Source: an optimization exercise on an open RTL-to-GDS flow (aim: small area, a short achievable clock period and few clock cycles per item). Production flows keep margins and buffers that such runs may drop.
Function was checked by simulation only, so behaviour that the tests miss may differ from the original.
Power and IR drop assume default switching activity.

### design/flow/config.mk
export PLATFORM = sky130hd
export DESIGN_NAME = compression_ratio_reset_monitor_unit
export DESIGN_NICKNAME = compression_ratio_reset_monitor_unit
export VERILOG_FILES = /design/flow/design.v
export SDC_FILE = /design/flow/constraint.sdc
export NUM_CORES = 4
export LEC_CHECK = 0
export CAP_MARGIN = 20
export CORE_MARGIN = 2
export CORE_UTILIZATION = 40
export SETUP_SLACK_MARGIN = 4.25
export SLEW_MARGIN = 20
### design/flow/constraint.sdc
create_clock -name core_clock -period 9.0 [get_ports {aclk}]
set_input_delay 1.8000 -clock core_clock [delete_from_list [all_inputs] [get_ports {aclk}]]
set_output_delay 1.8000 -clock core_clock [all_outputs]
set_load 0.01 [all_outputs]
### design/flow/design.v
`timescale 1ns / 1ps
`default_nettype none
package crrm_pkg;
    localparam int COUNT_BITS   = 32;
    localparam int FRAC_BITS    = 16;
    localparam int RATIO_BITS   = FRAC_BITS + 3;
    localparam int GAIN_BITS    = 16;
    localparam int PAGES_BITS   = 7;
    localparam int ADDR_BITS    = 5;
    localparam int DATA_BITS    = 32;
    localparam int INDEX_BITS   = 3;
    localparam int SLOW_GAIN_INIT   = 33;
    localparam int FAST_GAIN_INIT   = 3277;
    localparam int RATIO_LIMIT_INIT = 52429;
    localparam int WARMUP_INIT      = 64;
    localparam logic [INDEX_BITS-1:0] REG_RESET_ENABLE = 3'd0;
    localparam logic [INDEX_BITS-1:0] REG_SLOW_GAIN    = 3'd1;
    localparam logic [INDEX_BITS-1:0] REG_FAST_GAIN    = 3'd2;
    localparam logic [INDEX_BITS-1:0] REG_RATIO_LIMIT  = 3'd3;
    localparam logic [INDEX_BITS-1:0] REG_WARMUP_PAGES = 3'd4;
    localparam int DIV_K      = 2;
    localparam int DIV_CYC    = (RATIO_BITS + 1 + DIV_K - 1) / DIV_K;
    localparam int DIV_STEPS  = DIV_K * DIV_CYC;
    localparam int DIV_SHIFT  = DIV_STEPS - FRAC_BITS;
    localparam int REM_BITS   = COUNT_BITS + DIV_SHIFT + 1;
    localparam int MUL_B      = 6;
    localparam int MUL_CYC    = (GAIN_BITS + MUL_B - 1) / MUL_B;
endpackage
`default_nettype wire
`timescale 1ns / 1ps
`timescale 1ns / 1ps
`timescale 1ns / 1ps
`timescale 1ns / 1ps
`default_nettype none
module compression_ratio_reset_monitor_unit (
    input  wire logic                               aclk,
    input  wire logic                               aresetn,
    input  wire logic                               s_valid,
    output logic                                    s_ready,
    input  wire logic [63:0]                        s_data,
    output logic                                    m_valid,
    input  wire logic                               m_ready,
    output logic [57:0]                             m_data,
    input  wire logic                               psel,
    input  wire logic                               penable,
    input  wire logic                               pwrite,
    input  wire logic [crrm_pkg::ADDR_BITS-1:0]     paddr,
    input  wire logic [crrm_pkg::DATA_BITS-1:0]     pwdata,
    output logic [crrm_pkg::DATA_BITS-1:0]          prdata,
    output logic                                    pready
);
    localparam int RB  = crrm_pkg::RATIO_BITS;
    localparam int CB  = crrm_pkg::COUNT_BITS;
    localparam int GB  = crrm_pkg::GAIN_BITS;
    localparam int NS  = crrm_pkg::DIV_STEPS;
    localparam int NC  = crrm_pkg::DIV_CYC;
    localparam int SH  = crrm_pkg::DIV_SHIFT;
    localparam int W   = crrm_pkg::REM_BITS;
    localparam int MB  = crrm_pkg::MUL_B;
    localparam int MC  = crrm_pkg::MUL_CYC;
    localparam int DCB = $clog2(NC);
    localparam int MCB = $clog2(MC + 1);
    localparam int AW  = RB + MB;           
    localparam int TB  = RB + 4;            
    logic                              re_q;
    logic [GB-1:0]                     sg_q;
    logic [GB-1:0]                     fg_q;
    logic [RB-1:0]                     lim_q;
    logic [crrm_pkg::PAGES_BITS-1:0]   wu_q;
    logic [crrm_pkg::INDEX_BITS-1:0]   reg_index;
    logic                              cfg_write;
    assign pready    = 1'b1;
    assign reg_index = paddr[crrm_pkg::ADDR_BITS-1:2];
    assign cfg_write = psel && penable && pwrite;
    always_ff @(posedge aclk) begin
        if (!aresetn) begin
            re_q  <= 1'b0;
            sg_q  <= GB'(crrm_pkg::SLOW_GAIN_INIT);
            fg_q  <= GB'(crrm_pkg::FAST_GAIN_INIT);
            lim_q <= RB'(crrm_pkg::RATIO_LIMIT_INIT);
            wu_q  <= crrm_pkg::PAGES_BITS'(crrm_pkg::WARMUP_INIT);
        end else if (cfg_write) begin
            case (reg_index)
                crrm_pkg::REG_RESET_ENABLE: re_q  <= pwdata[0];
                crrm_pkg::REG_SLOW_GAIN:    sg_q  <= pwdata[GB-1:0];
                crrm_pkg::REG_FAST_GAIN:    fg_q  <= pwdata[GB-1:0];
                crrm_pkg::REG_RATIO_LIMIT:  lim_q <= pwdata[RB-1:0];
                crrm_pkg::REG_WARMUP_PAGES: wu_q  <= pwdata[crrm_pkg::PAGES_BITS-1:0];
                default: begin
                end
            endcase
        end
    end
    always_comb begin
        case (reg_index)
            crrm_pkg::REG_RESET_ENABLE: prdata = crrm_pkg::DATA_BITS'(re_q);
            crrm_pkg::REG_SLOW_GAIN:    prdata = crrm_pkg::DATA_BITS'(sg_q);
            crrm_pkg::REG_FAST_GAIN:    prdata = crrm_pkg::DATA_BITS'(fg_q);
            crrm_pkg::REG_RATIO_LIMIT:  prdata = crrm_pkg::DATA_BITS'(lim_q);
            crrm_pkg::REG_WARMUP_PAGES: prdata = crrm_pkg::DATA_BITS'(wu_q);
            default:                    prdata = '0;
        endcase
    end
    logic [1:0][CB-1:0]  raw_in_q;
    logic [1:0][CB-1:0]  raw_out_q;
    logic                la_q;          
    logic                zp_q;          
    logic [1:0][W-1:0]   rem_q;         
    logic [1:0][CB-1:0]  den_q;
    logic [1:0][NS-1:0]  quo_q;
    logic [1:0][DCB-1:0] dcnt_q;
    logic [1:0]          dbusy_q;       
    logic [1:0]          dspec_q;       
    logic [1:0]          qfull_q;       
    logic                qd_q;          
    logic [RB-1:0]   ratio_q;
    logic [RB-1:0]   sdiff_q;
    logic [RB-1:0]   fdiff_q;
    logic [RB-1:0]   sacc_q;
    logic [RB-1:0]   facc_q;
    logic            sup_q;
    logic            fup_q;
    logic            early_q;       
    logic            rgt_q;         
    logic [MCB-1:0]  mcnt_q;
    logic            mbusy_q;
    logic [RB-1:0]   savg_q;
    logic [RB-1:0]   favg_q;
    logic            clr_q;         
    logic [crrm_pkg::PAGES_BITS-1:0] pages_q;
    logic            mvalid_q;
    logic            ce_q;          
    assign m_valid = mvalid_q;
    assign m_data  = {ratio_q, savg_q, favg_q, clr_q};
    function automatic logic [W-1:0] add3(input logic [W-1:0] x,
                                          input logic [W-1:0] y,
                                          input logic [W-1:0] z);
        logic [W-1:0] sv;
        logic [W-1:0] cv;
        sv = x ^ y ^ z;
        cv = {((x[W-2:0] & y[W-2:0]) | (x[W-2:0] & z[W-2:0]) | (y[W-2:0] & z[W-2:0])), 1'b0};
        add3 = sv + cv;
    endfunction
    function automatic logic [W+1:0] div_step(input logic [W-1:0]  rem,
                                              input logic [CB-1:0] den);
        logic [W-1:0] dvs;
        logic [W-1:0] dvs_m;
        logic         dvs_c;
        logic [W-1:0] r1;
        logic [W-1:0] cand_n;
        logic [W-1:0] cand_p;
        logic [W-1:0] r2;
        dvs    = W'({den, SH'(0)});
        dvs_c  = !rem[W-1];
        dvs_m  = dvs ^ {W{dvs_c}};
        r1     = {rem[W-2:0], 1'b0} + dvs_m + W'(dvs_c);
        cand_n = add3({rem[W-3:0], dvs_c, 1'b1}, {dvs_m[W-2:0], 1'b0}, ~dvs);
        cand_p = add3({rem[W-3:0], dvs_c, 1'b0}, {dvs_m[W-2:0], 1'b0}, dvs);
        r2     = r1[W-1] ? cand_p : cand_n;
        div_step = {!r1[W-1], !r2[W-1], r2};
    endfunction
    logic [1:0][W+1:0] dstep;
    assign dstep[0] = div_step(rem_q[0], den_q[0]);
    assign dstep[1] = div_step(rem_q[1], den_q[1]);
    logic            nd;            
    logic            sd;            
    logic            m_free;
    logic            q_take;
    logic [1:0]      last_cyc;
    logic [1:0]      step_en;
    logic [1:0]      dload;
    logic            accept;
    logic            succ_acc;
    logic [NS-1:0]   quo_sel;
    logic [RB-1:0]   qratio;
    logic [CB-1:0]   prev_in;
    logic [CB-1:0]   prev_out;
    logic [CB-1:0]   ld_num;
    logic [CB-1:0]   ld_den;
    logic [RB-1:0]   eff_savg;
    logic [RB-1:0]   eff_favg;
    logic            warm;
    logic            early_clr;
    logic            qratio_gt;
    logic            commit;
    assign nd       = !la_q;
    assign sd       = qd_q;
    assign prev_in  = zp_q ? '0 : raw_in_q[la_q];
    assign prev_out = zp_q ? '0 : raw_out_q[la_q];
    assign ld_num   = s_data[CB-1:0] - prev_out;
    assign ld_den   = s_data[2*CB-1:CB] - prev_in;
    assign warm     = (pages_q >= wu_q);
    assign eff_savg = clr_q ? '0 : savg_q;
    assign eff_favg = clr_q ? '0 : favg_q;
    assign quo_sel  = quo_q[qd_q];
    assign qratio   = (|quo_sel[NS-1:RB]) ? {RB{1'b1}} : quo_sel[RB-1:0];
    assign m_free    = !mbusy_q && (!mvalid_q || m_ready);
    assign q_take    = qfull_q[qd_q] && m_free && !ce_q;
    assign qratio_gt = (qratio > lim_q);
    assign early_clr = re_q && warm && qratio_gt;
    assign s_ready   = dbusy_q[nd] && dspec_q[nd] && !qfull_q[nd] && !ce_q;
    assign accept    = s_valid && s_ready;
    assign succ_acc  = qfull_q[sd] || (dbusy_q[sd] && !dspec_q[sd]);
    assign commit    = mbusy_q && (mcnt_q == MCB'(MC));
    always_comb begin
        for (int i = 0; i < 2; i++) begin
            last_cyc[i] = (dcnt_q[i] == DCB'(NC - 1));
            step_en[i]  = dbusy_q[i] && !ce_q
                          && (!qfull_q[i] || (q_take && (qd_q == 1'(i))))
                          && !(dspec_q[i] && last_cyc[i]);
            dload[i]    = s_valid && !ce_q && (nd == 1'(i))
                          && (!dbusy_q[i] || (step_en[i] && last_cyc[i]));
        end
    end
    logic [AW-1:0]    ssum;
    logic [AW-1:0]    fsum;
    logic [RB-1:0]    snew;
    logic [RB-1:0]    fnew;
    logic             clr;
    logic [MB-1:0]    sg_chunk;
    logic [MB-1:0]    fg_chunk;
    logic [MB-1:0]    sg_next;
    logic [MB-1:0]    fg_next;
    logic [MB-1:0]    sgc_q;
    logic [MB-1:0]    fgc_q;
    logic [MB*(MC+2)-1:0] sg_ext;
    logic [MB*(MC+2)-1:0] fg_ext;
    logic             lt32;
    assign sg_ext   = (MB*(MC+2))'({sg_q, (MB*MC-GB)'(0)});
    assign fg_ext   = (MB*(MC+2))'({fg_q, (MB*MC-GB)'(0)});
    assign sg_chunk = sgc_q;
    assign fg_chunk = fgc_q;
    assign sg_next  = q_take ? sg_ext[MB-1:0] : sg_ext[MB*(32'(mcnt_q) + 1) +: MB];
    assign fg_next  = q_take ? fg_ext[MB-1:0] : fg_ext[MB*(32'(mcnt_q) + 1) +: MB];
    function automatic logic [2*AW-1:0] csa_a(input logic [AW-1:0] x,
                                              input logic [AW-1:0] y,
                                              input logic [AW-1:0] z,
                                              input logic          c0);
        csa_a = {((x[AW-2:0] & y[AW-2:0]) | (x[AW-2:0] & z[AW-2:0]) | (y[AW-2:0] & z[AW-2:0])), c0,
                 x ^ y ^ z};
    endfunction
    function automatic logic [AW-1:0] mul_step(input logic [RB-1:0] acc,
                                               input logic [RB-1:0] d,
                                               input logic [MB-1:0] g,
                                               input logic          neg);
        logic [7:0][AW-1:0] o;
        logic [2*AW-1:0]    l1a;
        logic [2*AW-1:0]    l1b;
        logic [2*AW-1:0]    l2a;
        logic [2*AW-1:0]    l2b;
        logic [2*AW-1:0]    l3;
        logic [2*AW-1:0]    l4;
        o[0] = AW'(acc);
        for (int k = 0; k < MB; k++) begin
            o[k+1] = g[k] ? (AW'(d) << k) : '0;
        end
        o[7] = neg ? AW'(g) : '0;
        l1a = csa_a(o[0], o[1], o[2], 1'b0);
        l1b = csa_a(o[3], o[4], o[5], 1'b0);
        l2a = csa_a(l1a[AW-1:0], l1a[2*AW-1:AW], l1b[AW-1:0], 1'b0);
        l2b = csa_a(l1b[2*AW-1:AW], o[6], o[7], 1'b0);
        l3  = csa_a(l2a[AW-1:0], l2a[2*AW-1:AW], l2b[AW-1:0], 1'b0);
        l4  = csa_a(l3[AW-1:0], l3[2*AW-1:AW], l2b[2*AW-1:AW], 1'b0);
        mul_step = l4[AW-1:0] + l4[2*AW-1:AW];
    endfunction
    logic [RB:0] sd_raw;
    logic [RB:0] fd_raw;
    logic [RB:0] sadd;
    logic [RB:0] fadd;
    assign ssum = mul_step(sacc_q, sdiff_q, sg_chunk, !sup_q);
    assign fsum = mul_step(facc_q, fdiff_q, fg_chunk, !fup_q);
    assign sd_raw = {1'b0, qratio} - {1'b0, eff_savg};
    assign fd_raw = {1'b0, qratio} - {1'b0, eff_favg};
    assign sadd = {eff_savg, 1'b1} + {sacc_q ^ {RB{!sup_q}}, !sup_q};
    assign fadd = {eff_favg, 1'b1} + {facc_q ^ {RB{!fup_q}}, !fup_q};
    assign snew = !warm ? ratio_q : sadd[RB:1];
    assign fnew = !warm ? ratio_q : fadd[RB:1];
    function automatic logic [2*TB-1:0] csa_t(input logic [TB-1:0] x,
                                              input logic [TB-1:0] y,
                                              input logic [TB-1:0] z,
                                              input logic          c0);
        csa_t = {((x[TB-2:0] & y[TB-2:0]) | (x[TB-2:0] & z[TB-2:0]) | (y[TB-2:0] & z[TB-2:0])), c0,
                 x ^ y ^ z};
    endfunction
    logic [TB-1:0]   t_fa;
    logic [TB-1:0]   t_fxa;
    logic [TB-1:0]   t_sxa;
    logic [TB-1:0]   t_fx;
    logic [TB-1:0]   t_sa;
    logic [TB-1:0]   t_sa2;
    logic [TB-1:0]   t_sx;
    logic [TB-1:0]   t_sx2;
    logic [2*TB-1:0] t1a;
    logic [2*TB-1:0] t1b;
    logic [2*TB-1:0] t2;
    logic [2*TB-1:0] t3;
    logic [TB-1:0]   t_sum;
    assign t_fa  = {3'b000, eff_favg, 1'b0};
    assign t_fxa = {4'b0000, facc_q} ^ {TB{!fup_q}};
    assign t_sxa = {4'b0000, sacc_q} ^ {TB{!sup_q}};
    assign t_fx  = {t_fxa[TB-2:0], 1'b0};
    assign t_sa  = ~{4'b0000, eff_savg};
    assign t_sa2 = ~{3'b000, eff_savg, 1'b0};
    assign t_sx  = ~t_sxa;
    assign t_sx2 = ~{t_sxa[TB-2:0], 1'b0};
    assign t1a   = csa_t(t_fa, t_fx, t_sa, !fup_q);
    assign t1b   = csa_t(t_sa2, t_sx, t_sx2, !fup_q);
    assign t2    = csa_t(t1a[TB-1:0], t1a[2*TB-1:TB], t1b[TB-1:0], sup_q);
    assign t3    = csa_t(t2[TB-1:0], t2[2*TB-1:TB], t1b[2*TB-1:TB], sup_q);
    assign t_sum = t3[TB-1:0] + t3[2*TB-1:TB] + TB'(sup_q);
    assign lt32  = !t_sum[TB-1];
    assign clr   = re_q && warm && (lt32 || rgt_q);
    always_ff @(posedge aclk) begin
        for (int i = 0; i < 2; i++) begin
            if (ce_q) begin
                if (succ_acc && (sd == 1'(i))) begin
                    rem_q[i] <= W'(raw_out_q[i]);
                    den_q[i] <= raw_in_q[i];
                end
            end else if (dload[i]) begin
                rem_q[i] <= W'(ld_num);
                den_q[i] <= ld_den;
            end else if (step_en[i]) begin
                rem_q[i] <= dstep[i][W-1:0];
            end
            if (step_en[i]) begin
                quo_q[i] <= {quo_q[i][NS-3:0], dstep[i][W+1:W]};
            end
            if (accept && (nd == 1'(i))) begin
                raw_in_q[i]  <= s_data[2*CB-1:CB];
                raw_out_q[i] <= s_data[CB-1:0];
            end
        end
        if (q_take) begin
            ratio_q <= qratio;
            rgt_q   <= qratio_gt;
            sup_q   <= !sd_raw[RB];
            fup_q   <= !fd_raw[RB];
            sdiff_q <= sd_raw[RB-1:0] ^ {RB{sd_raw[RB]}};
            fdiff_q <= fd_raw[RB-1:0] ^ {RB{fd_raw[RB]}};
            sacc_q  <= '0;
            facc_q  <= '0;
        end else if (mbusy_q && !commit) begin
            sacc_q  <= ssum[AW-1:MB];
            facc_q  <= fsum[AW-1:MB];
        end
        if (commit) begin
            savg_q <= snew;
            favg_q <= fnew;
        end
        sgc_q <= sg_next;
        fgc_q <= fg_next;
    end
    always_ff @(posedge aclk) begin
        if (!aresetn) begin
            la_q     <= 1'b1;
            zp_q     <= 1'b1;
            dbusy_q  <= '0;
            dspec_q  <= '0;
            qfull_q  <= '0;
            dcnt_q   <= '0;
            qd_q     <= 1'b0;
            mbusy_q  <= 1'b0;
            mcnt_q   <= '0;
            early_q  <= 1'b0;
            clr_q    <= 1'b1;
            pages_q  <= '0;
            mvalid_q <= 1'b0;
            ce_q     <= 1'b0;
        end else begin
            ce_q <= 1'b0;
            if (q_take) begin
                qfull_q[qd_q] <= 1'b0;
                qd_q          <= !qd_q;
            end
            if (ce_q) begin
                if (succ_acc) begin
                    dbusy_q[sd] <= 1'b1;
                    dspec_q[sd] <= 1'b0;
                    qfull_q[sd] <= 1'b0;
                    dcnt_q[sd]  <= '0;
                end else begin
                    zp_q        <= 1'b1;
                    dbusy_q[sd] <= 1'b0;
                end
            end else begin
                for (int i = 0; i < 2; i++) begin
                    if (step_en[i]) begin
                        dcnt_q[i] <= dcnt_q[i] + 1'b1;
                        if (last_cyc[i]) begin
                            qfull_q[i] <= 1'b1;
                            dbusy_q[i] <= 1'b0;
                        end
                    end
                    if (dbusy_q[i] && dspec_q[i] && !s_valid) begin
                        dbusy_q[i] <= 1'b0;
                    end
                    if (dload[i]) begin
                        dbusy_q[i] <= 1'b1;
                        dspec_q[i] <= 1'b1;
                        dcnt_q[i]  <= '0;
                    end
                end
                if (accept) begin
                    dspec_q[nd] <= 1'b0;
                    la_q        <= nd;
                    zp_q        <= 1'b0;
                end
            end
            if (q_take) begin
                mbusy_q <= 1'b1;
                mcnt_q  <= '0;
                early_q <= early_clr;
                if (early_clr) begin
                    ce_q <= 1'b1;
                end
            end else if (mbusy_q) begin
                mcnt_q <= mcnt_q + 1'b1;
            end
            if (commit) begin
                mbusy_q  <= 1'b0;
                mvalid_q <= 1'b1;
                clr_q    <= clr;
                if (clr) begin
                    pages_q <= '0;
                    if (!early_q) begin
                        ce_q <= 1'b1;
                    end
                end else if (pages_q != {crrm_pkg::PAGES_BITS{1'b1}}) begin
                    pages_q <= pages_q + 1'b1;
                end
            end else if (m_ready) begin
                mvalid_q <= 1'b0;
            end
        end
    end
endmodule
`default_nettype wire
### design/flow/run.sh
#!/bin/bash
# synth_recipe.tcl (not shown) runs the flow's synth.tcl, then flattens the netlist and writes it again
# the make line also repeats each setting of config.mk as NAME=value (left out here)
make -C /OpenROAD-flow-scripts/flow DESIGN_CONFIG=/design/flow/config.mk WORK_HOME=/design/flow/orfs CLKGATE_MAP_FILE= SYNTH_SCRIPT=/design/flow/synth_recipe.tcl finish
==> reports/qor.yml, run 1 <==
outcome: "timing/DRC/antenna clean"
synth_area_um2: 53400
postSynth.asyncResetShare: 0
met2_usage: 0.401
core_area_um2: 133000
worstHoldPathType: "flop to flop"
min_to: "quo_q[33]$_DFFE_PP_"
setup_viol: 0
busiest_layer: "met2"
synth-seq-cells: 544
cts_made_buffers: 68
rows: 134
synth_edf_count: 404
via_per_inst: 5.33
r2r_slack_ns: 3.94
synth-main-ff-cell: "edfxtp_1"
layout_commonest_cell: "inv_1"
io_buffers: 171
yosys_warnings: 1
start_util: 0.401
gr-usage-all-layers: 0.231
min_path_cells: 0
drive_gt1_frac: 0.122
cp_max_fo: 3
gp_congestion: 0.928
synth_top_area_cell: "edfxtp_1"
grt_pass1_wl_um: 243000
arrival_ns: 5.59
cts.sinks: 544
firstDrtPassIters: 7
dieHeight_um: 369
setup_tns_ns: 0
rr_worst_depth: 18
powerDensity_nw_per_um2: 271
clockRootBuffer: "clkbuf_16"
grt_max_degree: 91
peakVddDrop_mv: 0.286
grt_use_met3: 0.0323
worstMarginPinSlew_ns: 1.12
drv_cap: 0
path_class: "flop to flop"
antenna_found_initial: 7
start_kind: "flop"
drt_iter0_markers: 2706
period_minus_slack_ns: 5.06
rsz0062_at_grt: "yes"
synth_top_area_share: 0.227
max_slew_margin: 0.256
final_hold_viol_count: 0
wl_per_cell_um: 20.5
dp_hpwl_um: 122000
leakage_uw: 0.0278
clk_path_buf_depth: 3
drc_errors: 0
wl_um: 162000
synthTopCellsByArea: "edfxtp_1, fa_1, ha_1, inv_1, dfxtp_1"
clk_pin_slew_worst_paths_ns: 0.06
rr_startpoint: "fdiff_q[4]$_DFFE_PP_"
syn_avg_cell_area_um2: 9.20
cp_data_required_time_ns: 9.53
grt_pass1_vias: 42200
hp-start: "quo_q[31]$_DFFE_PP_"
max_freq_mhz: 197
cts_tree: "built"
ant_nets: 0
end_kind: "flop"
clkLatencyLatePin_ns: 0.68
r2r-end: "facc_q[17]$_SDFFE_PP0P_"
cts_htree_levels: 3
gr-usage-met1: 0.283
period_share: 0.563
dieArea_um2: 136000
worst_clock_skew_ns: 0.0413
post-route-util: 0.475
synthDistinctLibCells: 95
num_vias: 42200
hold_buffers: 0
fin_nets: 7091
yosysSeqAreaShare: 0.280
layout_common_cells: "inv_1, nand2_1, ha_1"
grt-ovfl-total: 0
pin_count: 201
maxSlewViolCount: 0
die_w_um: 369
area.growth.synth_to_final_pct: 18.3
syn_inst: 5800
[state kept, by name (all words and copies together) (netlist names), 40 cells and up, named ones only]
| signal | cells |
|---|---|
| raw_in_q | 64 |
| quo_q | 40 |
| den_q | 64 |
| rem_q | 74 |
| raw_out_q | 64 |
[cells in the mapped netlist (all sizes together) (71+ instances only)]
master / count
mux2i: 116
nor2: 244
dfxtp: 140
xnor2: 299
clkbuf: 143
nor2b: 74
a21oi: 367
or2: 71
inv: 896
ha: 513
fa: 387
edfxtp: 404
o21ai: 249
nand2b: 97
xor2: 123
a21o: 179
nand2: 570
and2: 151
nand3: 73
[critical path, cell delays in order, from the launching register on]
cell and delay (ns):
edfxtp_1 0.43, and2_4 0.19, fa_1 0.52, inv_2 0.04
fa_1 0.50, fa_1 0.44, fa_1 0.50, inv_1 0.04
ha_2 0.18, or3_1 0.34, a311o_1 0.30, o211ai_1 0.24
a211oi_2 0.18, o21ai_2 0.25, a31oi_4 0.15, a21oi_2 0.18
nor2b_1 0.07, o311ai_1 0.26, o22ai_1 0.11
[metal layers]
layer,share of wire,vias to the layer above
met5,0.00049,-
met4,0.050,12
met3,0.047,295
met2,0.49,1057
met1,0.41,20700
li1,-,20100
[final cells by class]
class	count	area, µm²
sequential	544	15000
timing repair inverter	2	15.0
inverter	896	3380
clock inverter	37	394
clock buffer	86	1850
fill	12400	69900
timing repair buffer	387	3890
multi-input combinational	4184	36400
antenna	3	7.51
tap	1768	2210
[worst max-delay path by stage]
stage / start / to / slack (ns) / cells past startpoint
2_1_floorplan: m_ready / rem_q[0]$_DFFE_PP_ / 4.25 / 9
3_3_place_gp: paddr[4] / prdata[5] / 2.44 / 5
3_5_place_dp: paddr[4] / prdata[5] / 2.44 / 5
4_1_cts: fdiff_q[1]$_DFFE_PP_ / facc_q[17]$_SDFFE_PP0P_ / 3.86 / 18
5_1_grt: fdiff_q[4]$_DFFE_PP_ / facc_q[17]$_SDFFE_PP0P_ / 3.72 / 18
6_report: fdiff_q[4]$_DFFE_PP_ / facc_q[17]$_SDFFE_PP0P_ / 3.94 / 18
[per-stage QoR]
| stage | hold WS, ns | setup WS (ns) | instance area [µm²] | instances | power (µW) |
|---|---|---|---|---|---|
| global route | 0.462 | 3.72 | 63100 | 7904 | 18400 |
| global placement | 0.430 | 2.44 | 57000 | 7608 | 13000 |
| finish | 0.446 | 3.94 | 63100 | 7907 | 17100 |
| CTS | 0.450 | 3.86 | 61500 | 7831 | 16500 |
| detailed placement | 0.436 | 2.44 | 57000 | 7608 | 13100 |
| floorplan | 0.420 | 4.25 | 53500 | 5812 | 10700 |
[logic make-up (layout without fill, tap and decap cells)]
| family | count (synthesis) | in the layout | share of synthesized area |
|---|---|---|---|
| AND/OR/NAND/NOR | 1472 | 1472 | 0.133 |
| AO/OA/AOI/OAI | 1247 | 1247 | 0.150 |
| buffers and inverters | 1084 | 1408 | 0.0777 |
| adder cells (fa/ha/maj) | 903 | 903 | 0.266 |
| flip-flops | 544 | 544 | 0.280 |
| XOR/XNOR | 422 | 422 | 0.0693 |
| multiplexers | 126 | 126 | 0.0239 |
| other | 2 | 17 | 0.000141 |
[power breakdown]
group / switching (µW) / internal [µW] / leakage [µW]
clock: 1190 / 1620 / 0.00108
sequential: 239 / 3050 / 0.00484
combinational: 6260 / 4710 / 0.0219
[what timing repair did]
item                                    CTS  global route
gates cloned                              9             7
gates resized for setup                 332           187
hold endpoints to repair                  0             0
buffers inserted                         91            66
pin swaps                                93           118
endpoints found under the setup margin  223           148
Testbench counts, summed over its fixed seeds: cycles 10,001, items 1,920.
==> run 2: changes to the inputs <==
--- a/design/flow/design.v
+++ b/design/flow/design.v
@@ -407,6 +407,13 @@
                     zp_q        <= 1'b0;
                 end
             end
+            if (ce_q) begin
+                for (int i = 0; i < 2; i++) begin
+                    if (dbusy_q[i] && dspec_q[i] && !s_valid && !(succ_acc && (sd == 1'(i)))) begin
+                        dbusy_q[i] <= 1'b0;
+                    end
+                end
+            end
             if (q_take) begin
                 mbusy_q <= 1'b1;
                 mcnt_q  <= '0;
--- a/design/flow/config.mk
+++ b/design/flow/config.mk
@@ -8,5 +8,6 @@
 export CAP_MARGIN = 20
 export CORE_MARGIN = 2
 export CORE_UTILIZATION = 40
-export SETUP_SLACK_MARGIN = 4.25
+export SETUP_SLACK_MARGIN = 4.0
 export SLEW_MARGIN = 20
+export TNS_END_PERCENT = 10
==> reports/qor.yml, run 2 <==
critPathSlowestCell: "clkdlybuf4s50_1"
layout_commonest_cell: "inv_1"
cts_made_buffers: 58
cts.sinks: 544
path_buf_inv: 3
worstMarginPinSlew_ns: 1.15
pin_count: 201
layout_common_cells: "inv_1, nand2_1, ha_1"
cp_max_fo: 13
dieArea_um2: 136000
yosys_warnings: 1
fin_nets: 6903
synth-simple-area-share: 0.130
regMostFlops: "rem_q"
clk_path_buf_depth: 3
slowest_delay_ns: 0.49
period_minus_slack_ns: 5.16
clockRootBuffer: "clkbuf_16"
path_class: "input pin to output pin"
worst_clock_skew_ns: 0.0434
synth_top_family_by_area: "adder cells"
drc_errors: 0
worstHoldPathType: "flop to flop"
setup_viol: 0
io_buffers: 171
wl_um: 150000
postSynth.asyncResetShare: 0
leakage_uw: 0.0264
start_kind: "input pin"
post-route-util: 0.456
ant_nets: 0
setup_tns_ns: 0
synth-xor-area-share: 0.0662
synth_compound_area_frac: 0.152
synth_top_area_cell: "edfxtp_1"
regArea_um2: 15000
synthDistinctLibCells: 88
yosysMostFrequentCell: "inv_1"
synth_area_um2: 53300
synth_top_area_share: 0.228
grt_pass1_vias: 41500
critPathTopFamily: "buffers and inverters"
final_hold_viol_count: 0
worst_hold_slack_ns: 0.442
gr-usage-all-layers: 0.218
rows: 133
gp_congestion: 0.934
start_util: 0.404
grt-ovfl-total: 0
clk_pin_slew_worst_paths_ns: 0.07
drv_cap: 0
grt_pass1_wl_um: 232000
arrival_ns: 3.36
synthTopCellsByArea: "edfxtp_1, fa_1, ha_1, inv_1, dfxtp_1"
rsz0062_at_grt: "yes"
dp_hpwl_um: 117000
max_slew_margin: 0.224
peakVddDrop_mv: 0.323
outcome: "timing/DRC/antenna clean"
syn_inst: 5760
cp_data_required_time_ns: 7.20
powerDensity_nw_per_um2: 240
antenna_found_initial: 16
core_area_um2: 132000
drt_iter0_markers: 2530
synth_mux_area_frac: 0.0265
grt_max_degree: 87
firstDrtPassIters: 9
synth-main-ff-cell: "edfxtp_1"
crit_chain: "clkdlybuf4s15_2 > buf_12 > mux2_2 > a22oi_1 > nor2_1 > clkdlybuf4s50_1"
synthAdderAreaFrac: 0.266
synth_edf_count: 404
num_vias: 41100
drive_gt1_frac: 0.0716
clkLatencyLatePin_ns: 0.66
dieHeight_um: 369
syn_avg_cell_area_um2: 9.25
end_kind: "output pin"
multi_input_comb_area_um2: 34900
max_freq_mhz: 194
synth-seq-cells: 544
yosys-top-cells-count: "inv_1, nand2_1, ha_1, edfxtp_1, fa_1"
cts_htree_levels: 2
wl_per_cell_um: 19.5
period_share: 0.573
die_w_um: 369
nFillCells: 12700
maxSlewViolCount: 0
cts_tree: "built"
yosysSeqAreaShare: 0.280
largest_reg_flops: 74
area.growth.synth_to_final_pct: 12.9
via_per_inst: 5.33
-- run 2: cell types whose count changed in the layout (fill, tap and decap cells not counted), sizes merged, moves of 15 or more --
cell,change
xor2,-17
clkbuf,-29
nand2b,-15
clkdlybuf4s50,+17
a21boi,+37
buf,-131
inv,+15
a21oi,-20
nor2,-23
-- run 2: power by group --
group / internal, µW / total [µW] / switching [µW]
Sequential: 3020 / 3160 / 137
Clock: 1530 / 2640 / 1100
Combinational: 3560 / 8640 / 5080
Total: 8120 / 14400 / 6320
-- run 2: area by class of cell --
class	count	area share
antenna	1	0.0000416
multi-input combinational	4127	0.580
sequential	544	0.249
timing repair buffer	257	0.0433
inverter	910	0.0569
clock buffer	70	0.0259
clock inverter	39	0.00855
tap	1755	0.0365
-- run 2: kinds of logic (layout without fill, tap and decap cells) --
| group | Yosys count | count (layout) |
|---|---|---|
| compound gates | 1239 | 1239 |
| fa+ha+maj | 898 | 898 |
| other cells | 2 | 15 |
| xor+xnor | 403 | 403 |
| mux | 139 | 139 |
| buf+inv | 1101 | 1276 |
| simple gates | 1434 | 1434 |
| flops | 544 | 544 |
-- run 2: per-layer routing --
| layer | vias up | global-route usage | wire, µm |
|---|---|---|---|
| met1 | 20100 | 0.259 | 59900 |
| li1 | 19700 | - | - |
| met5 | - | 0 | 198 |
| met2 | 956 | 0.402 | 76900 |
| met4 | 30 | 0.0703 | 5090 |
| met3 | 249 | 0.0287 | 7870 |
-- run 2: stage by stage --
step | instance area [µm²] | setup WS, ns | instances | total power [µW]
6_report | 60200 | 3.84 | 7703 | 14400
2_1_floorplan | 53300 | 3.68 | 5772 | 9510
5_1_grt | 60200 | 3.69 | 7702 | 15600
4_1_cts | 59700 | 3.81 | 7680 | 14400
3_5_place_dp | 56800 | 2.43 | 7546 | 11700
3_3_place_gp | 56800 | 2.44 | 7546 | 11600
-- run 2: worst register-to-register path, cell delays in order, from the launching register on --
cell and delay [ns]:
edfxtp_1 0.50, and2_1 0.20, fa_1 0.48, inv_1 0.06, fa_2 0.46, fa_1 0.48
inv_1 0.04, ha_1 0.31, ha_4 0.26, a2111o_1 0.45, a41oi_4 0.27, nor4_4 0.09
o211ai_1 0.29, a21oi_2 0.13, o21ai_2 0.22, buf_4 0.15, nand2_1 0.08, a21oi_2 0.18
o21ai_0 0.09, a31oi_1 0.18, nor2_1 0.05
-- run 2: final timing paths --
check | depth (start not counted) | start | end | slack, ns
max | 6 | paddr[2] | prdata[10] | 3.84
min | 0 | quo_q[37]$_DFFE_PP_ | quo_q[39]$_DFFE_PP_ | 0.44
max reg2reg | 20 | fdiff_q[2]$_DFFE_PP_ | facc_q[15]$_SDFFE_PP0P_ | 3.92
min reg2reg | 0 | quo_q[37]$_DFFE_PP_ | quo_q[39]$_DFFE_PP_ | 0.44
-- run 2: what timing repair did --
item                       4_1_cts  5_1_grt
pin swaps                       14       22
hold buffers                     0        0
resized for setup              136       50
setup buffers                   22       19
setup endpoints to repair      143      126
gates cloned                     3        1
Testbench counts of run 2, summed over its fixed seeds: cycles 10,001, items 1,920.
==> run 3: changes to the inputs <==
--- a/design/flow/config.mk
+++ b/design/flow/config.mk
@@ -8,6 +8,7 @@
 export CAP_MARGIN = 20
 export CORE_MARGIN = 2
 export CORE_UTILIZATION = 40
+export CTS_CLUSTER_DIAMETER = 80
+export CTS_CLUSTER_SIZE = 40
 export SETUP_SLACK_MARGIN = 4.0
 export SLEW_MARGIN = 20
-export TNS_END_PERCENT = 10
==> reports/qor.yml, run 3 <==
start_util: 0.404
path_class: "flop to flop"
clkLatencyLatePin_ns: 0.63
max_slew_margin: 0.278
leakage_uw: 0.0265
end_kind: "flop"
largest_reg_flops: 74
syn_inst: 5760
r2r-end: "facc_q[16]$_SDFFE_PP0P_"
critPathSlowestCell: "fa_1"
max_freq_mhz: 201
dieHeight_um: 369
rr_worst_depth: 20
rsz0062_at_grt: "yes"
io_buffers: 171
pin_count: 201
syn_avg_cell_area_um2: 9.25
synthDistinctLibCells: 88
clockRootBuffer: "clkbuf_16"
setup_viol: 0
drv_cap: 0
start_kind: "flop"
min_path_cells: 0
rr_startpoint: "fdiff_q[5]$_DFFE_PP_"
maxSlewViolCount: 0
synth_area_um2: 53300
wl_um: 157000
synth_top_area_share: 0.228
synth-seq-cells: 544
dp_hpwl_um: 121000
yosys-top-cells-count: "inv_1, nand2_1, ha_1, edfxtp_1, fa_1"
fin_nets: 6941
worst_clock_skew_ns: 0.0382
synthTopCellsByArea: "edfxtp_1, fa_1, ha_1, inv_1, dfxtp_1"
worst_hold_slack_ns: 0.459
clk_path_buf_depth: 3
path_buf_inv: 4
grt_pass1_vias: 41200
grt_pass1_wl_um: 239000
worstHoldPathType: "flop to flop"
yosysSeqAreaShare: 0.280
firstDrtPassIters: 6
core_area_um2: 132000
postSynth.asyncResetShare: 0
ant_nets: 0
yosys_warnings: 1
synth_edf_count: 404
slowest_delay_ns: 0.52
grt_max_degree: 89
gr-usage-all-layers: 0.226
drt_iter0_markers: 3098
critPathTopFamily: "adder cells"
hold_buffers: 0
yosysMostFrequentCell: "inv_1"
setup_tns_ns: 0
cp_data_required_time_ns: 9.47
cts_made_buffers: 36
cts_tree: "built"
outcome: "timing/DRC/antenna clean"
synth-main-ff-cell: "edfxtp_1"
powerDensity_nw_per_um2: 231
arrival_ns: 5.44
layout_common_cells: "inv_1, nand2_1, ha_1"
worstMarginPinSlew_ns: 1.08
peakVddDrop_mv: 0.235
synth_top_area_cell: "edfxtp_1"
regMostFlops: "rem_q"
nFillCells: 12700
hp-start: "quo_q[12]$_DFFE_PP_"
area.growth.synth_to_final_pct: 13.7
crit_chain: "and2_4 > fa_1 > inv_2 > fa_1 > fa_1 > inv_2 > fa_1 > ha_2 > a2111o_1 > a41oi_2 > nor4_4 > o211ai_1 > buf_4 > a21oi_4 > o21ai_4 > a21oi_4 > nor3_4 > buf_4 > xor2_1 > o21ai_1"
clk_pin_slew_worst_paths_ns: 0.10
cts_htree_levels: 2
r2r_slack_ns: 4.03
wl_per_cell_um: 20.3
period_minus_slack_ns: 4.97
antenna_found_initial: 18
dieArea_um2: 136000
min_to: "quo_q[14]$_DFFE_PP_"
grt-ovfl-total: 0
cp_max_fo: 3
die_w_um: 369
period_share: 0.552
num_vias: 41500
layout_commonest_cell: "inv_1"
gp_congestion: 0.926
via_per_inst: 5.37
rows: 133
final_hold_viol_count: 0
drive_gt1_frac: 0.0912
drc_errors: 0
cts.sinks: 544
cp_common_cell: "fa_1"
run 3: worst max path at each step:
stage | cells past startpoint | startpoint | endpoint
floorplan | 20 | sgc_q[3]$_DFF_P_ | sacc_q[17]$_SDFFE_PP0P_
global placement | 6 | paddr[2] | prdata[3]
detailed placement | 6 | paddr[2] | prdata[4]
CTS | 6 | paddr[2] | prdata[4]
global route | 21 | fdiff_q[3]$_DFFE_PP_ | facc_q[16]$_SDFFE_PP0P_
finish | 20 | fdiff_q[5]$_DFFE_PP_ | facc_q[16]$_SDFFE_PP0P_
run 3: worst register-to-register path, cell delays in order, from the launching register on:
cell	delay (ns)
edfxtp_1	0.44
and2_4	0.19
fa_1	0.51
inv_2	0.04
fa_1	0.48
fa_1	0.52
inv_2	0.04
fa_1	0.44
ha_2	0.19
a2111o_1	0.35
a41oi_2	0.28
nor4_4	0.09
o211ai_1	0.16
buf_4	0.16
a21oi_4	0.06
o21ai_4	0.21
a21oi_4	0.11
nor3_4	0.20
buf_4	0.14
xor2_1	0.15
o21ai_1	0.07
run 3: timing repair:
item / in CTS / in global routing
setup endpoints to repair: 150 / 123
buffers inserted: 55 / 37
pin swaps: 58 / 80
resized for setup: 195 / 143
endpoints found under the hold margin: 0 / 0
gates cloned: 5 / 2
run 3: metrics by stage:
step,utilization,power (µW),area [µm²],std cells,setup slack [ns]
6_report,0.460,14000,60600,7724,4.03
5_1_grt,0.460,15100,60600,7723,3.86
4_1_cts,0.452,13800,59600,7678,3.92
3_5_place_dp,0.432,11600,56900,7554,2.54
3_3_place_gp,0.432,11500,56900,7554,2.60
2_1_floorplan,-,9510,53400,5772,4.02
run 3: kinds of logic (layout without fill, tap and decap cells):
| kind of cell | count (synthesis) | in the layout | share of synthesized area |
|---|---|---|---|
| adders and majority gates | 898 | 898 | 0.266 |
| xor gates and xnor gates | 403 | 403 | 0.0662 |
| buffers and inverters | 1101 | 1291 | 0.0790 |
| and+or+nand+nor | 1434 | 1434 | 0.130 |
| muxes | 139 | 139 | 0.0265 |
| DFF | 544 | 544 | 0.280 |
| AOI/OAI and AO/OA | 1239 | 1239 | 0.152 |
| other | 2 | 21 | 0.000141 |
run 3: layout make-up:
cell class,count,area (µm²),area share
clock inverters,27,429,0.00708
inverters,910,3420,0.0565
well taps,1755,2200,0.0362
repair buffers,317,3170,0.0523
clock buffers,37,926,0.0153
diodes,7,17.5,0.000289
multi-input cells,4127,35500,0.585
flip-flops and latches,544,15000,0.247
run 3: per-layer routing:
layer  part of all wire  global-route usage  vias up
li1                   -                   -    19800
met1               0.41               0.281    20300
met2               0.49               0.397     1060
met3              0.051              0.0257      269
met4              0.048              0.0937       16
met5            0.00072                   0        -
run 3: where the power goes:
group,leakage [µW],internal (µW),switching [µW]
Combinational,0.0210,3670,5170
Sequential,0.00484,3020,147
Clock,0.000643,894,1100
==> run 4: changes to the inputs <==
--- a/design/flow/config.mk
+++ b/design/flow/config.mk
@@ -10,5 +10,6 @@
 export CORE_UTILIZATION = 40
 export CTS_CLUSTER_DIAMETER = 80
 export CTS_CLUSTER_SIZE = 40
+export PLACE_DENSITY = 0.7
 export SETUP_SLACK_MARGIN = 4.0
 export SLEW_MARGIN = 20
==> reports/qor.yml, run 4 <==
nFillCells: 12300
worstHoldPathType: "flop to flop"
start_util: 0.404
start_kind: "flop"
powerDensity_nw_per_um2: 233
pin_count: 201
antenna_found_initial: 17
gr-usage-all-layers: 0.212
wl_um: 148000
yosys-top-cells-count: "inv_1, nand2_1, ha_1, edfxtp_1, fa_1"
peakVddDrop_mv: 0.261
rsz0062_at_grt: "yes"
wl_per_cell_um: 19.2
synthTopCellsByArea: "edfxtp_1, fa_1, ha_1, inv_1, dfxtp_1"
io_buffers: 171
gp_congestion: 0.993
synth_top_area_cell: "edfxtp_1"
drt_iter0_markers: 3126
layout_commonest_cell: "inv_1"
yosysMostFrequentCell: "inv_1"
synth_top_area_share: 0.228
grt-ovfl-total: 0
yosys_warnings: 1
max_freq_mhz: 199
period_share: 0.559
core_area_um2: 132000
syn_avg_cell_area_um2: 9.25
hold_buffers: 0
area.growth.synth_to_final_pct: 13.1
regMostFlops: "rem_q"
critPathSlowestCell: "edfxtp_1"
synth_area_um2: 53300
num_vias: 41700
place_area_um2: 56900
die_w_um: 369
outcome: "timing/DRC/antenna clean"
cts_htree_levels: 2
maxSlewViolCount: 0
clk_pin_slew_worst_paths_ns: 0.12
leakage_uw: 0.0263
arrival_ns: 5.54
cp_common_cell: "fa_1"
clk_path_buf_depth: 3
fin_nets: 6919
via_per_inst: 5.41
cts.sinks: 544
cts_tree: "built"
worstMarginPinSlew_ns: 1.09
post-route-util: 0.457
largest_reg_flops: 74
path_class: "flop to flop"
ant_nets: 0
cp_max_fo: 6
slowest_delay_ns: 0.54
final_cell_area_um2: 60300
firstDrtPassIters: 6
rows: 133
synth_edf_count: 404
end_kind: "flop"
syn_inst: 5760
cts_made_buffers: 37
grt_pass1_vias: 41000
crit_chain: "buf_4 > and2_1 > fa_1 > inv_2 > fa_1 > fa_1 > inv_1 > ha_1 > ha_1 > a2111o_1 > a41oi_4 > nor4_4 > o211ai_1 > buf_4 > a21oi_4 > o21ai_4 > a21oi_4 > o41a_1 > xnor2_1 > a21oi_1"
dp_hpwl_um: 116000
final_hold_viol_count: 0
setup_tns_ns: 0
clockRootBuffer: "clkbuf_16"
r2r_slack_ns: 3.97
layout_common_cells: "inv_1, nand2_1, ha_1"
setup_viol: 0
postSynth.asyncResetShare: 0
drv_cap: 0
synth-seq-cells: 544
dieArea_um2: 136000
yosysSeqAreaShare: 0.280
cp_data_required_time_ns: 9.50
max_slew_margin: 0.272
dieHeight_um: 369
grt_pass1_wl_um: 228000
synth-main-ff-cell: "edfxtp_1"
drc_errors: 0
drive_gt1_frac: 0.0835
worst_clock_skew_ns: 0.0310
period_minus_slack_ns: 5.03
synthDistinctLibCells: 88
grt_max_degree: 106
clkLatencyLatePin_ns: 0.63
-- run 4: power by group --
group	total (µW)	leakage (µW)	switching, µW	internal (µW)
clock network	1980	0.000659	1090	881
logic	8870	0.0208	5190	3680
registers	3170	0.00484	145	3020
total	14000	0.0263	6430	7580
-- run 4: cell families after synthesis --
logic type,after synthesis,synth area share
simple gates,1434,0.130
compound gates,1239,0.152
buf+inv,1101,0.0790
fa+ha+maj,898,0.266
flops,544,0.280
xor+xnor,403,0.0662
mux,139,0.0265
other cells,2,0.000141
-- run 4: per-stage QoR --
step	hold slack (ns)	cells	power, µW	setup slack, ns
2_1_floorplan	0.426	5772	9510	4.02
3_3_place_gp	0.430	7551	11300	2.49
4_1_cts	0.449	7667	13700	4.00
3_5_place_dp	0.435	7551	11500	2.47
6_report	0.443	7713	14000	3.97
5_1_grt	0.457	7710	15100	3.75
-- run 4: critical path: cells and delay by family, from the launching register on --
kind | cells | cell delay, ns
AO/OA/AOI/OAI | 8 | 1.61
buffers and inverters | 4 | 0.50
flip-flops | 1 | 0.54
AND/OR/NAND/NOR | 2 | 0.24
XOR/XNOR | 1 | 0.16
adder cells (fa/ha/maj) | 5 | 1.85
-- run 4: routing by layer --
metal	vias up	routed length [µm]	GRT usage
met4	2	5770	0.0781
li1	19700	-	-
met1	20400	63100	0.279
met3	252	9800	0.0296
met2	1364	69800	0.355
met5	-	13	0
-- run 4: what timing repair did --
| item | 4_1_cts | 5_1_grt |
|---|---|---|
| cloned | 3 | 1 |
| endpoints found under the hold margin | 0 | 0 |
| endpoints found under the setup margin | 125 | 102 |
| resized for setup | 194 | 116 |
| pin swaps | 45 | 59 |
| buffers inserted | 47 | 28 |
-- run 4: path summary, 6_finish.rpt --
| kind | from | end | depth (start not counted) |
|---|---|---|---|
| setup / recovery | fdiff_q[2]$_DFFE_PP_ | facc_q[17]$_SDFFE_PP0P_ | 20 |
| hold / removal | quo_q[9]$_DFFE_PP_ | quo_q[11]$_DFFE_PP_ | 0 |
| setup reg to reg | fdiff_q[2]$_DFFE_PP_ | facc_q[17]$_SDFFE_PP0P_ | 20 |
| hold reg to reg | quo_q[9]$_DFFE_PP_ | quo_q[11]$_DFFE_PP_ | 0 |
-- run 4: layout make-up --
type | count | area (µm²) | area share
Antenna cell | 17 | 42.5 | 0.000706
Clock buffer | 39 | 976 | 0.0162
Clock inverter | 27 | 424 | 0.00704
Inverter | 910 | 3420 | 0.0567
Multi-Input combinational cell | 4127 | 35400 | 0.587
Sequential cell | 544 | 15000 | 0.249
Tap cell | 1755 | 2200 | 0.0364
Timing Repair Buffer | 294 | 2860 | 0.0474
==> run 5: changes to the inputs <==
--- a/design/flow/config.mk
+++ b/design/flow/config.mk
@@ -8,8 +8,6 @@
 export CAP_MARGIN = 20
 export CORE_MARGIN = 2
 export CORE_UTILIZATION = 40
-export CTS_CLUSTER_DIAMETER = 80
-export CTS_CLUSTER_SIZE = 40
-export PLACE_DENSITY = 0.7
+export CTS_BUF_LIST = sky130_fd_sc_hd__clkbuf_4 sky130_fd_sc_hd__clkbuf_8
 export SETUP_SLACK_MARGIN = 4.0
 export SLEW_MARGIN = 20
==> reports/qor.yml, run 5 <==
place_ws_ns: 2.54
max_slew_margin: 0.270
powerDensity_nw_per_um2: 238
synth_edf_count: 404
final_hold_viol_count: 0
met2_usage: 0.400
num_vias: 42100
pin_count: 201
power.switching_uw: 6510
io_buffers: 171
nFillCells: 12600
synth-main-ff-cell: "edfxtp_1"
drv_cap: 0
clk_path_buf_depth: 3
p_total_uw: 14700
comb_power_share: 0.604
max_freq_mhz: 196
rsz0062_at_grt: "yes"
yosys_warnings: 1
dp_hpwl_um: 121000
synthDistinctLibCells: 88
syn_avg_cell_area_um2: 9.25
syn_inst: 5760
die_w_um: 369
postSynth.asyncResetShare: 0
outcome: "timing/DRC/antenna clean"
synth_top_area_cell: "edfxtp_1"
arrival_ns: 5.79
worstHoldPathType: "flop to flop"
cts_made_buffers: 101
end_kind: "flop"
p_seq_frac: 0.216
drt_iter0_markers: 2891
maxSlewViolCount: 0
drc_errors: 0
place_area_um2: 56900
start_util: 0.404
wl_um: 160000
synth-seq-cells: 544
leakage_uw: 0.0271
worst_hold_slack_ns: 0.442
cts_tree: "built"
core_area_um2: 132000
yosysMostFrequentCell: "inv_1"
p_clk_frac: 0.180
layout_common_cells: "inv_1, nand2_1, ha_1"
layout_commonest_cell: "inv_1"
hold_buffers: 0
busiest_layer: "met2"
worst_clock_skew_ns: 0.0562
setup_viol: 0
gr-usage-all-layers: 0.231
gr-usage-met1: 0.282
synth_top_area_share: 0.228
p_int_uw: 8180
regMostFlops: "rem_q"
cp_data_required_time_ns: 9.69
start_kind: "flop"
largest_reg_flops: 74
worstMarginPinSlew_ns: 1.09
peakVddDrop_mv: 0.274
multi_input_comb_area_um2: 35600
clkLatencyLatePin_ns: 0.83
grt_max_degree: 89
ant_nets: 0
final_cell_area_um2: 61700
setup_tns_ns: 0
yosys-top-cells-count: "inv_1, nand2_1, ha_1, edfxtp_1, fa_1"
antenna_found_initial: 20
wl_per_cell_um: 20.3
drive_gt1_frac: 0.108
clk_pin_slew_worst_paths_ns: 0.07
dieHeight_um: 369
grt_use_met3: 0.0343
via_per_inst: 5.35
cts.sinks: 544
cts_htree_levels: 3
synthTopCellsByArea: "edfxtp_1, fa_1, ha_1, inv_1, dfxtp_1"
period_share: 0.567
cp_max_fo: 3
firstDrtPassIters: 7
fin_nets: 7022
setup_ws_ns: 3.90
synth_area_um2: 53300
netSwitchingFraction: 0.443
grt_pass1_wl_um: 242000
regArea_um2: 15000
yosysSeqAreaShare: 0.280
gp_congestion: 0.926
clockRootBuffer: "clkbuf_8"
path_class: "flop to flop"
period_minus_slack_ns: 5.10
grt-ovfl-total: 0
grt_pass1_vias: 42100
area.growth.synth_to_final_pct: 15.8
rows: 133
dieArea_um2: 136000
-- run 5: cell count changes in the layout (fill, tap and decap cells not counted), sizes merged, moves of 3 or more --
cell / change
buf: +33
bufbuf: +3
bufinv: +7
clkbuf: +102
clkinv: +22
clkinvlp: +3
diode: -9
inv: -11
-- run 5: final cells by class --
cell class	instances	area share
repair buffers	333	0.0544
diodes	8	0.000324
multi-input cells	4127	0.576
inverters	910	0.0554
well taps	1755	0.0356
flip-flops and latches	544	0.243
clock inverters	48	0.00701
clock buffers	138	0.0280
-- run 5: critical path: stages (launching register included) --
cell	delay, ns
edfxtp_1	0.44
buf_6	0.15
and2_4	0.14
fa_1	0.47
inv_1	0.05
fa_1	0.49
fa_1	0.45
fa_1	0.54
inv_1	0.05
ha_2	0.19
a2111o_1	0.38
a41oi_4	0.27
nor4_4	0.10
o211ai_1	0.16
buf_4	0.16
a21oi_4	0.06
o21ai_4	0.21
a21oi_4	0.10
nor3_2	0.21
buf_4	0.15
xor2_1	0.15
o21ai_1	0.07
-- run 5: layer usage --
| metal | vias to the layer above | wire, µm |
|---|---|---|
| li1 | 20000 | - |
| met1 | 20700 | 65300 |
| met2 | 1089 | 78000 |
| met3 | 323 | 8440 |
| met4 | 16 | 8130 |
| met5 | - | 115 |
-- run 5: power groups by stage --
stage | logic [µW] | clock network (µW) | registers [µW]
after floorplan | 6350 | 0 | 3160
after global placement | 8240 | 0 | 3220
after global routing | 9820 | 2800 | 3190
after detailed placement | 8330 | 0 | 3220
after CTS | 8600 | 2700 | 3170
final | 8870 | 2640 | 3180
-- run 5: path summary, 6_finish.rpt --
| path | endpoint | slack, ns | cells past startpoint | start |
|---|---|---|---|---|
| worst max-delay path | facc_q[16]$_SDFFE_PP0P_ | 3.90 | 21 | fdiff_q[5]$_DFFE_PP_ |
| worst min register to register | quo_q[18]$_DFFE_PP_ | 0.44 | 0 | quo_q[16]$_DFFE_PP_ |
| worst max register to register | facc_q[16]$_SDFFE_PP0P_ | 3.90 | 21 | fdiff_q[5]$_DFFE_PP_ |
| worst min-delay path | quo_q[18]$_DFFE_PP_ | 0.44 | 0 | quo_q[16]$_DFFE_PP_ |
-- run 5: logic make-up after synthesis --
group,synth area share
flip-flops,0.280
AO/OA/AOI/OAI,0.152
adder cells (fa/ha/maj),0.266
AND/OR/NAND/NOR,0.130
buffers and inverters,0.0790
multiplexers,0.0265
XOR/XNOR,0.0662
other,0.000141
-- run 5: timing repair --
| action | 4_1_cts | 5_1_grt |
|---|---|---|
| pin swaps | 56 | 79 |
| resized for setup | 203 | 141 |
| endpoints found under the hold margin | 0 | 0 |
| gates cloned | 6 | 3 |
| buffers inserted | 58 | 48 |
| setup endpoints to repair | 148 | 109 |
-- run 5: through the flow --
step            util  instances
3_3_place_gp   0.432       7554
6_report       0.468       7863
2_1_floorplan      -       5772
5_1_grt        0.468       7861
3_5_place_dp   0.432       7554
4_1_cts        0.459       7804
==> run 6: changes to the inputs <==
--- a/design/flow/config.mk
+++ b/design/flow/config.mk
@@ -8,6 +8,7 @@
 export CAP_MARGIN = 20
 export CORE_MARGIN = 2
 export CORE_UTILIZATION = 40
-export CTS_BUF_LIST = sky130_fd_sc_hd__clkbuf_4 sky130_fd_sc_hd__clkbuf_8
+export CTS_CLUSTER_DIAMETER = 60
+export CTS_CLUSTER_SIZE = 30
 export SETUP_SLACK_MARGIN = 4.0
 export SLEW_MARGIN = 20
==> reports/qor.yml, run 6 <==
synth-seq-cells: 544
firstDrtPassIters: 7
slowest_delay_ns: 0.52
final_hold_viol_count: 0
critPathTopFamily: "adder cells"
synth_top_area_share: 0.228
end_kind: "flop"
gp_congestion: 0.926
grt-ovfl-total: 0
drc_errors: 0
rsz0062_at_grt: "yes"
grt_pass1_wl_um: 240000
setup_viol: 0
rr_worst_depth: 20
fin_nets: 6962
path_class: "flop to flop"
peakVddDrop_mv: 0.225
crit_chain: "buf_6 > and2_4 > fa_1 > inv_2 > fa_2 > fa_1 > fa_1 > inv_1 > ha_2 > a2111o_1 > a41oi_4 > nor4_4 > o211ai_1 > buf_4 > a21oi_4 > o21ai_4 > a21oi_4 > o41a_1 > xnor2_1 > a21oi_1"
cts_tree: "built"
synth_top_area_cell: "edfxtp_1"
syn_inst: 5760
drv_cap: 0
cts_htree_levels: 2
drive_gt1_frac: 0.0977
num_vias: 41800
start_util: 0.404
syn_avg_cell_area_um2: 9.25
synthDistinctLibCells: 88
cp_max_fo: 3
p_total_uw: 14800
leakage_uw: 0.0269
yosys_warnings: 1
worstHoldPathType: "flop to flop"
layout_commonest_cell: "inv_1"
drt_iter0_markers: 2848
grt_max_degree: 89
clk_path_buf_depth: 3
cp_num_cells: 20
die_w_um: 369
path_buf_inv: 4
rows: 133
via_per_inst: 5.38
clkLatencyLatePin_ns: 0.70
cp_common_cell: "fa_1"
nFillCells: 12600
synth-main-ff-cell: "edfxtp_1"
r2r_slack_ns: 3.96
dieArea_um2: 136000
max_freq_mhz: 198
outcome: "timing/DRC/antenna clean"
synth_edf_count: 404
clk_pin_slew_worst_paths_ns: 0.09
powerDensity_nw_per_um2: 241
core_area_um2: 132000
period_minus_slack_ns: 5.04
maxSlewViolCount: 0
cts_made_buffers: 58
area.growth.synth_to_final_pct: 15.5
wl_um: 158000
worstMarginPinSlew_ns: 1.01
clockRootBuffer: "clkbuf_16"
startpoint: "fdiff_q[5]$_DFFE_PP_"
dp_hpwl_um: 121000
ant_nets: 0
pin_count: 201
cts.sinks: 544
io_buffers: 171
antenna_found_initial: 22
wl_per_cell_um: 20.4
layout_common_cells: "inv_1, nand2_1, ha_1"
start_kind: "flop"
grt_pass1_vias: 41700
setup_tns_ns: 0
rr_startpoint: "fdiff_q[5]$_DFFE_PP_"
largest_reg_flops: 74
synthTopCellsByArea: "edfxtp_1, fa_1, ha_1, inv_1, dfxtp_1"
worst_clock_skew_ns: 0.0379
dieHeight_um: 369
r2r-end: "facc_q[17]$_SDFFE_PP0P_"
arrival_ns: 5.58
yosysMostFrequentCell: "inv_1"
cp_data_required_time_ns: 9.54
critPathSlowestCell: "fa_2"
regMostFlops: "rem_q"
postSynth.asyncResetShare: 0
yosys-top-cells-count: "inv_1, nand2_1, ha_1, edfxtp_1, fa_1"
gr-usage-all-layers: 0.228
crit_path_end: "facc_q[17]$_SDFFE_PP0P_"
max_slew_margin: 0.324
yosysSeqAreaShare: 0.280
synth_area_um2: 53300
period_share: 0.560
[run 6: changes by cell type in the layout (fill, tap and decap cells not counted), moves of 5 or more]
cell	before	now
buf_4	121	109
clkbuf_16	3	63
clkbuf_4	27	0
clkbuf_8	113	1
clkinv_1	17	1
clkinv_2	17	2
clkinv_8	2	7
inv_12	0	5
inv_16	0	6
inv_6	1	7
inv_8	0	5
xnor2_2	13	27
xnor2_4	27	15
[run 6: through the flow]
step | utilization | std cells | cell area, µm² | hold WS, ns | setup slack, ns
3_5_place_dp | 0.432 | 7554 | 56900 | 0.434 | 2.54
3_3_place_gp | 0.432 | 7554 | 56900 | 0.430 | 2.60
4_1_cts | 0.460 | 7729 | 60600 | 0.447 | 3.90
5_1_grt | 0.467 | 7767 | 61500 | 0.464 | 3.76
2_1_floorplan | - | 5772 | 53400 | 0.426 | 4.02
6_report | 0.467 | 7771 | 61500 | 0.435 | 3.96
[run 6: worst min-delay path by stage]
stage / start / endpoint / slack, ns / cells past startpoint
2_1_floorplan: quo_q[8]$_DFFE_PP_ / quo_q[10]$_DFFE_PP_ / 0.43 / 0
3_3_place_gp: quo_q[22]$_DFFE_PP_ / quo_q[24]$_DFFE_PP_ / 0.43 / 0
3_5_place_dp: quo_q[29]$_DFFE_PP_ / quo_q[31]$_DFFE_PP_ / 0.43 / 0
4_1_cts: quo_q[8]$_DFFE_PP_ / quo_q[10]$_DFFE_PP_ / 0.45 / 0
5_1_grt: quo_q[34]$_DFFE_PP_ / quo_q[36]$_DFFE_PP_ / 0.46 / 0
6_report: quo_q[8]$_DFFE_PP_ / quo_q[10]$_DFFE_PP_ / 0.44 / 0
[run 6: timing repair]
item | CTS | global route
pin swaps | 57 | 65
hold buffers | 0 | 0
gates resized for setup | 210 | 129
buffers inserted | 59 | 32
setup endpoints to repair | 147 | 118
gates cloned | 6 | 1
[run 6: logic make-up (layout without fill, tap and decap cells)]
logic type      after synthesis  after routing  synth area share
other cells                   2             23          0.000141
compound gates             1239           1239             0.152
buf+inv                    1101           1336            0.0790
simple gates               1434           1434             0.130
flops                       544            544             0.280
fa+ha+maj                   898            898             0.266
mux                         139            139            0.0265
xor+xnor                    403            403            0.0662
[run 6: per-layer routing]
metal / vias up / part of all wire / track usage
li1: 19800 / - / -
met1: 20600 / 0.41 / 0.277
met2: 1066 / 0.49 / 0.399
met3: 299 / 0.051 / 0.0295
met5: - / 0.00090 / 0
met4: 20 / 0.053 / 0.106
[run 6: layout make-up]
class / instances / area (µm²) / share of cell area
multi-input cells: 4127 / 35500 / 0.577
repair buffers: 316 / 3170 / 0.0515
inverters: 910 / 3420 / 0.0556
clock inverters: 45 / 678 / 0.0110
well taps: 1755 / 2200 / 0.0357
diodes: 9 / 22.5 / 0.000366
flip-flops and latches: 544 / 15000 / 0.244
clock buffers: 65 / 1560 / 0.0254
[run 6: power breakdown]
part	internal (µW)	leakage [µW]	switching, µW
sequential	3020	0.00484	146
combinational	3710	0.0210	5180
clock	1470	0.00108	1310
==> run 7: changes to the inputs <==
--- a/design/flow/config.mk
+++ b/design/flow/config.mk
@@ -8,7 +8,5 @@
 export CAP_MARGIN = 20
 export CORE_MARGIN = 2
 export CORE_UTILIZATION = 40
-export CTS_CLUSTER_DIAMETER = 60
-export CTS_CLUSTER_SIZE = 30
 export SETUP_SLACK_MARGIN = 4.0
 export SLEW_MARGIN = 20
==> reports/qor.yml, run 7 <==
outcome: "timing/DRC/antenna clean"
fin_nets: 6981
start_kind: "flop"
r2r-end: "facc_q[16]$_SDFFE_PP0P_"
drv_cap: 0
crit_path_end: "facc_q[16]$_SDFFE_PP0P_"
core_area_um2: 132000
final_hold_viol_count: 0
rsz0062_at_grt: "yes"
postSynth.asyncResetShare: 0
dp_hpwl_um: 121000
rr_worst_depth: 20
cts_htree_levels: 3
hp-start: "quo_q[29]$_DFFE_PP_"
regMostFlops: "rem_q"
layout_common_cells: "inv_1, nand2_1, ha_1"
gr-usage-all-layers: 0.230
syn_avg_cell_area_um2: 9.25
synth_edf_count: 404
yosys_warnings: 1
worst_clock_skew_ns: 0.0334
r2r_slack_ns: 3.99
yosys-top-cells-count: "inv_1, nand2_1, ha_1, edfxtp_1, fa_1"
cts_tree: "built"
die_w_um: 369
rows: 133
dp.cells: 7554
drt_iter0_markers: 2896
path_class: "flop to flop"
wl_um: 159000
synth-seq-cells: 544
synthTopCellsByArea: "edfxtp_1, fa_1, ha_1, inv_1, dfxtp_1"
maxSlewViolCount: 0
drc_errors: 0
worst_hold_slack_ns: 0.438
cp_max_fo: 3
grt_pass1_wl_um: 241000
yosysMostFrequentCell: "inv_1"
startpoint: "fdiff_q[5]$_DFFE_PP_"
gp_congestion: 0.926
synth_top_area_share: 0.228
num_vias: 41800
grt_pass1_vias: 41700
peakVddDrop_mv: 0.243
grt-ovfl-total: 0
slowest_delay_ns: 0.52
dieArea_um2: 136000
clk_path_buf_depth: 3
worstHoldPathType: "flop to flop"
crit_chain: "and2_4 > fa_1 > inv_2 > fa_1 > fa_1 > inv_2 > fa_1 > ha_2 > a2111o_1 > a41oi_4 > nor4_4 > o211ai_1 > buf_4 > a21oi_4 > o21ai_4 > a21oi_4 > nor3_4 > buf_4 > xor2_1 > o21ai_1"
critPathSlowestCell: "fa_1"
pin_count: 201
synth_area_um2: 53300
wl_per_cell_um: 20.4
powerDensity_nw_per_um2: 242
drive_gt1_frac: 0.0983
cp_common_cell: "fa_1"
cp_data_required_time_ns: 9.54
hold_buffers: 0
yosysSeqAreaShare: 0.280
synth_top_area_cell: "edfxtp_1"
cts_made_buffers: 67
area.growth.synth_to_final_pct: 16.0
worstMarginPinSlew_ns: 1.01
dieHeight_um: 369
setup_viol: 0
ant_nets: 0
final_cells: 7793
rr_startpoint: "fdiff_q[5]$_DFFE_PP_"
io_buffers: 171
firstDrtPassIters: 7
setup_tns_ns: 0
largest_reg_flops: 74
start_util: 0.404
period_share: 0.556
grt_max_degree: 89
clk_pin_slew_worst_paths_ns: 0.06
arrival_ns: 5.55
via_per_inst: 5.36
synthDistinctLibCells: 88
syn_inst: 5760
clockRootBuffer: "clkbuf_16"
cts.sinks: 544
max_freq_mhz: 200
max_slew_margin: 0.322
layout_commonest_cell: "inv_1"
antenna_found_initial: 18
leakage_uw: 0.0271
period_minus_slack_ns: 5.01
end_kind: "flop"
synth-main-ff-cell: "edfxtp_1"
clkLatencyLatePin_ns: 0.68
-- run 7: cell counts after synthesis --
Identical to the previous run, type by type.
-- run 7: how the worst min path moves through the flow --
stage,to,slack [ns],cells after the start
detailed placement,quo_q[31]$_DFFE_PP_,0.43,0
finish,quo_q[31]$_DFFE_PP_,0.44,0
floorplan,quo_q[10]$_DFFE_PP_,0.43,0
global route,quo_q[26]$_DFFE_PP_,0.45,0
CTS,quo_q[31]$_DFFE_PP_,0.44,0
global placement,quo_q[24]$_DFFE_PP_,0.43,0
-- run 7: worst max-delay path: cells and delay by family (launching register included) --
kind / cells / cell delay [ns]
and+or+nand+nor: 3 / 0.48
AOI/OAI and AO/OA: 7 / 1.29
xor gates and xnor gates: 1 / 0.15
buffers and inverters: 4 / 0.39
adders and majority gates: 5 / 2.15
DFF: 1 / 0.43
-- run 7: cell type report --
| class | instances | area [µm²] |
|---|---|---|
| antenna | 8 | 20.0 |
| clock buffer | 83 | 1870 |
| clock inverter | 40 | 462 |
| fill | 12600 | 70000 |
| inverter | 910 | 3420 |
| multi-input combinational | 4127 | 35500 |
| sequential | 544 | 15000 |
| tap | 1755 | 2200 |
| timing repair buffer | 326 | 3310 |
-- run 7: cell families after synthesis --
logic type / after synthesis / share of synthesized area
and+or+nand+nor: 1434 / 0.130
xor gates and xnor gates: 403 / 0.0662
DFF: 544 / 0.280
adders and majority gates: 898 / 0.266
AOI/OAI and AO/OA: 1239 / 0.152
other: 2 / 0.000141
buffers and inverters: 1101 / 0.0790
muxes: 139 / 0.0265
-- run 7: through the flow --
| stage | area (µm²) | total power (µW) | util | setup slack (ns) |
|---|---|---|---|---|
| 3_3_place_gp | 56900 | 11500 | 0.432 | 2.60 |
| 2_1_floorplan | 53400 | 9510 | - | 4.02 |
| 5_1_grt | 61800 | 16100 | 0.469 | 3.80 |
| 3_5_place_dp | 56900 | 11600 | 0.432 | 2.54 |
| 4_1_cts | 60600 | 14800 | 0.460 | 3.92 |
| 6_report | 61800 | 15000 | 0.469 | 3.99 |
-- run 7: where the power goes --
group	internal (µW)	total (µW)	switching, µW
Combinational	3710	8870	5160
Sequential	3020	3170	149
Clock	1720	2910	1190
-- run 7: per-layer routing --
layer  GRT usage  up-vias  wire length (µm)
li1            -    19900                 -
met1       0.283    20600             65400
met2       0.398     1055             77500
met3      0.0301      286              8120
met4       0.110       14              8180
met5           0        -               102
-- run 7: timing repair --
item                       4_1_cts  5_1_grt
setup endpoints to repair      150      117
resized for setup              204      133
pin swaps                       60       71
cloned                           6        3
setup buffers                   53       46

[re-timing with driven ports]
In the flow no input, the clock included, has a driving cell. The finished layouts below were timed again as built, in two steps. Step 1 (the two cells are an assumption about what drives the block):
set clk [get_ports {aclk}]
set_driving_cell -lib_cell sky130_fd_sc_hd__clkbuf_16 $clk
set_driving_cell -lib_cell sky130_fd_sc_hd__buf_2 [delete_from_list [all_inputs] $clk]
Step 2 moves the port delays by t, midway between the first and last clock arrival at a register: inputs arrive t later, outputs are due t later. That takes back most of the time a late clock gives input paths. Slacks: ideal ports / drivers / drivers and shift; pairs: ideal ports / drivers.
run	t (ns)	setup WS [ns]	latest minus earliest clock arrival (ns)
run 1	0.734	3.935 / 3.935 / 3.625	0.049 / 0.049
run 2	0.720	3.842 / 3.807 / 3.265	0.044 / 0.044
run 3	0.681	4.033 / 4.006 / 3.450	0.041 / 0.041
run 4	0.682	3.965 / 3.965 / 3.329	0.038 / 0.038
run 5	0.882	3.899 / 3.899 / 3.280	0.059 / 0.058
run 6	0.763	3.957 / 3.957 / 3.423	0.044 / 0.044
run 7	0.737	3.994 / 3.994 / 3.417	0.034 / 0.034
After both steps setup and hold are still met in every run listed. The setup slack of run 4, which loses most, moves by 0.000 ns with the drivers and by -0.636 ns with both steps.
